Context: an optimization exercise on an open-source flow, tuned for small area, a short achievable clock period and few clock cycles per item. The choices shown serve that exercise and are no tape-out recipe. In this exercise RTL edits were held to simulation tests only and were not proved equivalent to the original. Power figures rest on the tool's default switching activity, not on a simulated workload.

Design cpu_top, start of the top module:
module cpu_top #(
  parameter int addr_w = 12
) (
  input  logic                       clk,
  input  logic                       rst_n,
  output logic                       io_stall,
  output logic                       mem_req,
  output logic                       mem_we,
  output logic [addr_w:0]            mem_addr,
  output logic [cpu_pkg::data_w-1:0] mem_wdata,
  input  logic                       mem_ack,
  input  logic [cpu_pkg::data_w-1:0] mem_rdata
);
clock: 8.0 ns
lec_check: 0
cap_margin: 20
core_margin: 2
core_utilization: 70
setup_slack_margin: 4.5
slew_margin: 20
run.sh (not shown) runs the stock make flow with config.mk's settings and CLKGATE_MAP_FILE= SYNTH_SCRIPT=/design/flow/synth_recipe.tcl, a recipe that flattens the netlist after the stock synthesis.
Testbench counts at the start, summed over its fixed seeds: cycles 33,391, instrs 24,000.
==> next run, changes <==
- CORE_UTILIZATION: 70 -> 55
Result:
- The new run went through all stages and came out clean
- critical path depth came out lower by 2
- clock skew climbs by 5.6 ps
- first-iteration DRC count shrinks by about 14%
- global-route usage decreases by 8.2 points
- cell count increases by 5.1%
- wire length rose by about 3.3%
- worst setup slack gets better by 30 ps
- final area climbs by 1.8%
- count of clock-buffer cells in the layout shrinks by 6
- non-clock buffer count goes up by 5
==> next run, changes <==
- ABC_AREA: not set -> 1
=>
- core utilization came out lower by 1.1 points
- worst setup slack improves by 31 ps
- fmax rose by 0.89%
- cell area is about the same
==> next run, changes <==
- ABC_AREA: 1 -> not set
- CORE_UTILIZATION: 55 -> 40
- SETUP_SLACK_MARGIN: 4.5 -> 4.75
The new run produced a clean layout.
Utilization drops by 13 points.
Synthesized cell count drops by 21%.
Die area climbs by 36%.
==> next run, changes <==
==> flow/flow/run.sh (new file) <==
#!/bin/bash
# The standard layout, with plain buffers (buf_2) on the ports instead of the
# delay buffers that buffer_ports picks by default. Everything else is the standard flow's
# own flow (standard.sh), unchanged.
set -euo pipefail
bash standard.sh BUFFER_PORTS_ARGS="-buffer_cell sky130_fd_sc_hd__buf_2" finish > orfs_make.log 2>&1
==> flow/standard.sh (new file) <==
#!/bin/bash
# synth_recipe.tcl (not shown) runs the flow's synth.tcl, then flattens the netlist and writes it again
# the make line also repeats each setting of config.mk as NAME=value (left out here)
make -C /OpenROAD-flow-scripts/flow DESIGN_CONFIG=/design/flow/config.mk WORK_HOME=/design/flow/orfs CLKGATE_MAP_FILE= SYNTH_SCRIPT=/design/flow/synth_recipe.tcl "${@:-finish}"
- CORE_UTILIZATION: 40 -> 55
- SETUP_SLACK_MARGIN: 4.75 -> 4.5
removed: flow/run.sh
The changed run went through all stages and came out clean.
Final cell count is lower by 10%.
Worst setup slack is worse by 190 ps.
Routed wire length shrinks by 8.3%.
==> next run, changes <==
==> flow/run.sh (new file) <==
#!/bin/bash
# synth_recipe.tcl (not shown) runs the flow's synth.tcl, then flattens the netlist and writes it again
# the make line also repeats each setting of config.mk as NAME=value (left out here)
make -C /OpenROAD-flow-scripts/flow DESIGN_CONFIG=/design/flow/config.mk WORK_HOME=/design/flow/orfs CLKGATE_MAP_FILE= SYNTH_SCRIPT=/design/flow/synth_recipe.tcl finish
- CORE_UTILIZATION: 55 -> 40
removed: flow/flow/run.sh
removed: flow/standard.sh
Utilization went down by 16 points.
Via count went up slightly.
Synthesized area stays the same.
Worst setup slack improved by 38 ps.
Routed wire length went up by a few percent.
Global-route usage went down by 9.9 points.
Total power went up by a few percent.
Cell area went up by a few percent.
Hold slack is about the same.

cpu_top, a different RTL version from the one above (not shown whole).
Size in the first run: about 2300 cells after synthesis, about 420 flip-flops, ~51 I/O pins, about 0.025 mm² of cells after synthesis.
==> flow/config.mk <==
export PLATFORM = sky130hd
export DESIGN_NAME = cpu_top
export DESIGN_NICKNAME = cpu_top
export VERILOG_FILES = /design/flow/design.v
export SDC_FILE = /design/flow/constraint.sdc
export NUM_CORES = 4
export LEC_CHECK = 0
export CAP_MARGIN = 20
export CORE_MARGIN = 2
export CORE_UTILIZATION = 55
export CTS_BUF_LIST = sky130_fd_sc_hd__clkbuf_4 sky130_fd_sc_hd__clkbuf_8
export CTS_CLUSTER_SIZE = 24
export SETUP_SLACK_MARGIN = 4.5
export SLEW_MARGIN = 20
==> flow/constraint.sdc <==
create_clock -name core_clock -period 8.0 [get_ports {clk}]
set_input_delay 1.6000 -clock core_clock [delete_from_list [all_inputs] [get_ports {clk}]]
set_output_delay 1.6000 -clock core_clock [all_outputs]
set_load 0.01 [all_outputs]
Stock flow here: none of the scripts above is used.
The baseline went through all stages and came out clean.
Testbench counts at the start, summed over its fixed seeds: cycles 33,391, instrs 24,000.
Then changed:
--- a/flow/config.mk
+++ b/flow/config.mk
@@ -10,5 +10,3 @@
 export CORE_UTILIZATION = 55
-export CTS_BUF_LIST = sky130_fd_sc_hd__clkbuf_4 sky130_fd_sc_hd__clkbuf_8
-export CTS_CLUSTER_SIZE = 24
-export SETUP_SLACK_MARGIN = 4.5
+export SETUP_SLACK_MARGIN = 4.3
 export SLEW_MARGIN = 20
Effect:
- final cell count went down by 2.0%
- count of clock-buffer cells in the layout went down by 35
- sequential share of layout area went up by 0.63 points
- routed wire length went down by 1.9%
- non-clock buffer count went down by 7

## separate check: timing with driven ports
The flow's constraints put no driver on any port. The routed layouts listed below were extracted and timed again, unchanged, in two steps.
Step 1: set_driving_cell puts a clkbuf_16 on clk and a buf_2 on each other input, an assumption about the parent block.
Step 2 adds t to the input delays and takes it off the output delays; t is the mean of the earliest and latest rising clock arrival at the registers after step 1. Input paths then give back, and output paths get back, about the clock's delay inside the block.
Slacks: ideal ports / drivers / drivers and shift; pairs: ideal ports / drivers.
| run | shift t [ns] | slack for setup (ns) | worst hold slack (ns) | worst slew at a driven data input, ns |
|---|---|---|---|---|
| the first run of note 1 | 0.635 | 4.485 / 4.514 / 3.880 | 0.526 / 0.526 / 0.526 | 0.06 |
| the second run of note 1 | 0.650 | 4.516 / 4.555 / 3.905 | 0.512 / 0.512 / 0.512 | 0.03 |
| the third run of note 1 | 0.647 | 4.546 / 4.567 / 3.921 | 0.492 / 0.492 / 0.492 | 0.04 |
| the fourth run of note 1 | 0.663 | 4.636 / 4.641 / 3.978 | 0.528 / 0.528 / 0.528 | 0.07 |
| the fifth run of note 1 | 0.659 | 4.441 / 4.478 / 3.819 | 0.508 / 0.508 / 0.508 | 0.04 |
| the sixth run of note 1 | 0.657 | 4.479 / 4.479 / 3.886 | 0.509 / 0.509 / 0.509 | 0.06 |
| the first run of note 2 | 0.713 | 4.475 / 4.477 / 3.803 | 0.483 / 0.483 / 0.483 | 0.04 |
| the second run of note 2 | 0.651 | 4.324 / 4.360 / 3.709 | 0.529 / 0.529 / 0.529 | 0.04 |
After both steps setup and hold are still met in every run listed. The setup slack of the first run of note 2, which loses most, moves by +0.002 ns with the drivers and by -0.672 ns with both steps.
